From an optimization exercise on the open Yosys and OpenROAD flow, aimed at small area; shortcuts taken in it are not production practice. Only the layout flow was run in this run; the RTL was not checked for function there. Power is estimated from default activity; no workload was simulated.

`constraint.sdc`:
```
create_clock -name core_clock -period 10.0 [get_ports {clk}]
set_input_delay 2.0000 -clock core_clock [delete_from_list [all_inputs] [get_ports {clk}]]
set_output_delay 2.0000 -clock core_clock [all_outputs]
set_load 0.01 [all_outputs]
```
`config.mk`:
```
export PLATFORM = sky130hd
export DESIGN_NAME = iir_cascade_top
export DESIGN_NICKNAME = iir_cascade_top
export VERILOG_FILES = /design/flow/design.v
export SDC_FILE = /design/flow/constraint.sdc
export NUM_CORES = 4
export LEC_CHECK = 0
export CAP_MARGIN = 20
export CORE_MARGIN = 2
export CORE_UTILIZATION = 40
export SLEW_MARGIN = 20
```
`run.sh`:
```
#!/bin/bash
# synth_recipe.tcl (not shown) runs the flow's synth.tcl, then flattens the netlist and writes it again
# the make line also repeats each setting of config.mk as NAME=value (left out here)
make -C /OpenROAD-flow-scripts/flow DESIGN_CONFIG=/design/flow/config.mk WORK_HOME=/design/flow/orfs CLKGATE_MAP_FILE= SYNTH_SCRIPT=/design/flow/synth_recipe.tcl finish
```
`design.v`:
```
package filter_pkg;
    localparam int SAMPLE_W = 16;
    localparam int ACC_W = 32;
    localparam int FRAC_BITS = 14;
    typedef logic signed [SAMPLE_W-1:0] sample_t;    
    typedef logic signed [ACC_W-1:0] acc_t;          
    typedef struct packed {
        sample_t b0;     
        sample_t b1;     
        sample_t b2;     
        sample_t a1;     
        sample_t a2;     
    } biquad_coef_t;
endpackage
package seq_pkg;
    typedef enum logic [2:0] {
        IDLE   = 3'd0,
        TAP_B0 = 3'd1,
        TAP_B1 = 3'd2,
        TAP_B2 = 3'd3,
        TAP_A1 = 3'd4,
        TAP_A2 = 3'd5,
        DRAIN1 = 3'd6,   
        DRAIN2 = 3'd7    
    } seq_state_t;
    typedef enum logic [1:0] {
        MAC_HOLD = 2'd0,     
        MAC_LOAD = 2'd1,     
        MAC_ACC  = 2'd2      
    } mac_op_t;
    typedef enum logic [2:0] {
        SEL_B0, SEL_B1, SEL_B2, SEL_A1, SEL_A2
    } tap_sel_t;
endpackage
`timescale 1ns/100ps
module sample_rate_timer #(
    parameter int SAMPLE_DIV = 16    
) (
    input  logic clk,
    input  logic reset,
    input  logic run,
    output logic sample_req
);
    localparam int CNT_W = (SAMPLE_DIV > 1) ? $clog2(SAMPLE_DIV) : 1;
    localparam logic [CNT_W-1:0] RELOAD = CNT_W'(SAMPLE_DIV - 1);
    logic [CNT_W-1:0] cnt;   
    always_ff @(posedge clk) begin
        if (!reset) begin
            cnt        <= RELOAD;
            sample_req <= 1'b0;
        end else if (!run) begin
            cnt        <= RELOAD;    
            sample_req <= 1'b0;
        end else if (cnt == '0) begin
            cnt        <= RELOAD;
            sample_req <= 1'b1;      
        end else begin
            cnt        <= cnt - 1'b1;
            sample_req <= 1'b0;
        end
    end
endmodule
`timescale 1ns/100ps
module iir_cascade_top
#(
    parameter int SAMPLE_DIV = 16    
) (
    input  logic         clk,
    input  logic         reset,
    input  logic         run,
    input  logic [15:0]  sample_in,
    input  logic [79:0]  coef_s1,
    input  logic [79:0]  coef_s2,
    output logic         sample_req,
    output logic [15:0]  filt_out,
    output logic         out_valid
);
    sample_rate_timer #(
        .SAMPLE_DIV (SAMPLE_DIV)
    ) u_timer (
        .clk        (clk),
        .reset      (reset),
        .run        (run),
        .sample_req (sample_req)
    );
    logic [4:0]  step;
    logic [15:0] x0, x1, x2, y1a, y1b, y2a, y2b;
    logic [15:0] c0, c1, c2, c3;
    logic [29:0] acc;
    always_ff @(posedge clk) begin
        if (!reset)
            step <= '0;
        else if (sample_req)
            step <= 5'd1;
        else if (step == 5'd16)
            step <= '0;
        else if (step != 5'd0)
            step <= step + 5'd1;
    end
    always_ff @(posedge clk) begin
        if (!reset)
            out_valid <= 1'b0;
        else
            out_valid <= (step == 5'd16);
    end
    always_ff @(posedge clk) begin
        if (!reset) begin
            x0 <= '0; x1 <= '0; x2 <= '0;
            y1a <= '0; y1b <= '0; y2a <= '0; y2b <= '0;
        end else begin
            if (sample_req) begin
                x0 <= sample_in;
                x1 <= x0;
                x2 <= x1;
            end
            if (step == 5'd9) begin
                y1a <= acc[29:14];
                y1b <= y1a;
            end
            if (step == 5'd14) begin
                y2a <= acc[29:14];
                y2b <= y2a;
            end
        end
    end
    always_ff @(posedge clk) begin
        if (step == 5'd1) begin
            c0 <= coef_s1[63:48];    
            c1 <= coef_s1[47:32];    
            c2 <= coef_s1[31:16];    
            c3 <= coef_s1[15:0];     
        end else if (step == 5'd9) begin
            c0 <= coef_s2[79:64];    
            c1 <= coef_s2[63:48];    
            c2 <= coef_s2[31:16];    
            c3 <= coef_s2[15:0];     
        end
    end
    logic [15:0] mc, md;
    logic        neg, load;
    always_comb begin
        mc = '0; md = '0; neg = 1'b0; load = 1'b0;
        case (step)
            5'd1:  begin mc = coef_s1[79:64]; md = x0;  load = 1'b1; end
            5'd2:  begin mc = c0; md = x1; end
            5'd3:  begin mc = c1; md = x2; end
            5'd4:  begin mc = c2; md = y1a; neg = 1'b1; end
            5'd5:  begin mc = c3; md = y1b; neg = 1'b1; end
            5'd9:  begin mc = coef_s2[47:32]; md = y1b; load = 1'b1; end
            5'd10: begin mc = c0; md = y1a; end
            5'd11: begin mc = c1; md = y1b; end
            5'd12: begin mc = c2; md = y2a; neg = 1'b1; end
            5'd13: begin mc = c3; md = y2b; neg = 1'b1; end
            default: ;
        endcase
    end
    wire        active = (step >= 5'd1 && step <= 5'd5) || (step >= 5'd9 && step <= 5'd13);
    wire [15:0] mcn = neg ? (16'd0 - mc) : mc;
    wire [29:0] prod = $signed(mcn) * $signed(md);
    wire [29:0] addend = load ? 30'h2000 : acc;
    always_ff @(posedge clk) begin
        if (active)
            acc <= addend + prod;
    end
    assign filt_out = acc[29:14];
endmodule
```
==> impl_metrics.json <==
{
  "hold_buffers": 0,
  "p_seq_share_pct": 31.6,
  "dp_hpwl_mm": 47.2,
  "worstMarginPinSlew_ns": 1.12,
  "viasPerCell": 5.10,
  "synth_warnings": 2,
  "p_sw_mw": 1.61,
  "min_path_cells": 1,
  "cts_tree": "yes",
  "grt_pass1_vias": 16800,
  "core_area_mm2": 0.0515,
  "setup_ws_ns": 0.526,
  "drtIter0Drc": 848,
  "synth.largest_area_cell": "fa_1",
  "finalWirelength_mm": 59.0,
  "fin_crit_ns": 9.47,
  "largest_reg_flops": 30,
  "drv_slew": 0,
  "clk_pin_slew_ns": 0.06,
  "grt_pass1_wl_mm": 93.4,
  "switching_share_pct": 38.7,
  "pwr-share-comb_pct": 45.4,
  "critPathCaptureType": "flop",
  "initial_core_util_pct": 40.7,
  "route.detailed.drc": 0,
  "ys_types": 86,
  "avgSynthCellArea_um2": 9.65,
  "r2r_start": "step[2]",
  "regToRegEndpoint": "acc[28]",
  "fmax_ghz": 0.106,
  "power.total_mw": 4.16,
  "crit_path_max_fanout": 4,
  "ys_top_cells_by_area": "fa_1, edfxtp_1, dfxtp_1",
  "synth_flop_cell": "dfxtp_1",
  "die_x_um": 233,
  "intPower_mw": 2.55,
  "syn_area_mm2": 0.0210,
  "wl_per_cell_um": 19.1,
  "hp-class": "flop to flop",
  "reg2regPathDepth": 27,
  "cpPeakStageDelay_ns": 0.54,
  "ys_ff_latch": 217,
  "vias": 15700,
  "clk_path_buf_depth": 3,
  "detail-route-antenna-nets": 0,
  "cts_buffers": 25,
  "diodes": 0,
  "power_leakage_nw": 10.4,
  "critPathLaunchType": "primary input",
  "cpMaxStageDelayCell": "fa_1",
  "cts_resized": 0,
  "grtUsageTotal_pct": 22.5,
  "fillCellCount": 4863,
  "cp_data_required_time_ns": 10.29,
  "h-tree-depth": 1,
  "grt_overflow": 0,
  "top_register": "acc",
  "clk_latency_ns": 0.59,
  "p_clk_share_pct": 23.0,
  "clkSinkCount": 217,
  "clock_skew_ns": 0.0435,
  "drive_gt1_share_pct": 10.9,
  "post_cts_buffers": 0,
  "crit_top_cell": "fa_1",
  "nets": 2938,
  "cts_root_buf": "clkbuf_16",
  "hold_viol": 0,
  "die_y_um": 233,
  "synth_top_area_share_pct": 26.4,
  "regToRegSetupSlack_ns": 1.03,
  "dr.pass1.iters": 6,
  "antenna_found_initial": 3,
  "syn_inst": 2171,
  "preCtsSetupSlack_ns": -0.0339,
  "grt_max_degree": 118,
  "row_count": 83,
  "syn-num-nets": 2725,
  "cp.arrival_ns": 9.76,
  "rsz0062_at_grt": "false",
  "fin_crit_sh_pct": 94.7,
  "peakVddDrop_mv": 0.139,
  "die-area_mm2": 0.0542,
  "synth_seq_area_share_pct": 25.2,
  "crit_type": "primary input to flop",
  "power.density_mw_per_mm2": 167,
  "async_flop_share_pct": 0,
  "area_growth_pct": 19.0,
  "synth_edf_count": 94,
  "min_to": "u_timer.cnt[0]",
  "hp-start": "u_timer.cnt[0]",
  "port_buffers": 196,
  "drv_cap": 0,
  "setup_violations": 0,
  "slew_headroom_pct": 24.6,
  "gp_congestion": 0.908,
  "status": "complete, no violations",
  "ios": 197
}
-- worst max path at each step --
stage,start,end,slack (ns),cells after the start
finish,coef_s1[64],acc[28],0.53,29
global route,coef_s1[65],acc[29],0.01,32
CTS,coef_s1[64],acc[28],0.51,29
detailed placement,coef_s1[65],acc[28],-0.03,30
global placement,coef_s1[65],acc[28],0.01,30
floorplan,coef_s1[64],acc[28],0.33,29
-- cell usage in the layout (no fill, tap or decap), drive strengths merged, types with 61 or more instances in the layout --
cell             n
buf            106
edfxtp          94
mux2            66
dfxtp          123
a21boi          64
inv            402
clkdlybuf4s50  195
ha              99
nor2b           61
nand2          240
nor2           174
fa             276
-- stage by stage --
step | utilization (%) | hold WS [ns] | cells | cell area [um^2] | setup TNS [ns]
2_1_floorplan | - | 0.372 | 2171 | 21000 | 0
3_3_place_gp | 46.7 | 0.382 | 3036 | 24100 | 0
3_5_place_dp | 46.8 | 0.405 | 3037 | 24100 | -0.0480
4_1_cts | 48.4 | 0.421 | 3082 | 24900 | 0
5_1_grt | 48.4 | 0.430 | 3082 | 24900 | 0
6_report | 48.4 | 0.416 | 3082 | 24900 | 0
-- critical path, delay by kind of cell --
kind	cells	cell delay, ns
multiplexers	1	0.22
AO/OA/AOI/OAI	10	2.46
adder cells (fa/ha/maj)	8	3.57
XOR/XNOR	1	0.16
buffers and inverters	5	0.62
AND/OR/NAND/NOR	4	0.72
-- power by group through the flow --
stage	Combinational [mW]	Sequential, mW	Clock [mW]
after floorplan	1.22	1.24	0
after global placement	1.82	1.33	0
after detailed placement	1.89	1.33	0
after CTS	1.90	1.32	0.980
after global routing	2.10	1.33	1.01
final	1.89	1.31	0.956
-- Yosys cell counts (all sizes together) (3+ instances only) --
cell type,instances
and2,38
xnor2,50
a21oi,26
nor2,174
dfxtp,123
a222oi,16
xor2,16
nor3b,3
clkbuf,72
nand4,3
and3,4
a211oi,5
a21o,10
and4b,3
o21ai,16
edfxtp,94
nand2b,29
a221o,8
a22o,6
inv,398
nor3,9
buf,43
o21a,6
fa,276
and3b,4
nand3,15
a21boi,64
nand3b,7
or2,15
mux2i,50
a221oi,17
a22oi,48
a31oi,6
nand2,240
nor2b,61
o211ai,8
nor4b,4
or3,7
mux2,66
ha,99
-- logic make-up (layout without fill, tap and decap cells) --
logic type	after synthesis	after routing	share of synthesized area, %
buffers and inverters	513	744	9.84
adders and majority gates	375	375	32.3
muxes	116	116	5.95
and+or+nand+nor	623	623	14.1
AOI/OAI and AO/OA	260	260	9.73
DFF	217	217	25.2
xor gates and xnor gates	67	67	2.87
-- per-layer routing --
| metal | vias up | routed length (um) | GRT usage, % |
|---|---|---|---|
| met1 | 7734 | 25000 | 28.6 |
| met4 | 0 | 1690 | 6.29 |
| li1 | 7349 | - | - |
| met2 | 531 | 27700 | 37.8 |
| met3 | 89 | 4610 | 5.65 |
| met5 | - | 0 | 0 |
-- final cells by class --
cell class              instances  area (um^2)  share of cell area, %
flip-flops and latches        217         5290                   21.2
inverters                     398         1490                   5.99
clock buffers                  34          744                   2.98
multi-input cells            1441        13700                   54.8
well taps                     680          851                   3.41
repair buffers                301         2800                   11.2
clock inverters                11          104                  0.416

-- static timing again, ports no longer ideal --
In the flow no input, the clock included, has a driving cell. The finished layout below was timed again as built, in two steps.
Step 1 sets driving cells, clkbuf_16 on the clock port and buf_2 on the other inputs (assumed; they add their load-dependent delay and slew).
Step 2 also shifts input and output timing later by t, the mid clock arrival at the registers, as if the neighbouring blocks saw the same clock.
Three values: ideal, step 1, step 2; two values: the first two.
t, ns: 0.625
setup WS [ns]: 0.526 / 0.553 / -0.072
hold WS [ns]: 0.416 / 0.416 / 0.416
worst setup path at the end: input to register
worst register clock-pin slew, ns: 0.07 / 0.07
With both steps, setup timing fails in this run, where it was met with ideal ports. The setup slack of this run moves by +0.027 ns with the drivers and by -0.598 ns with both steps.
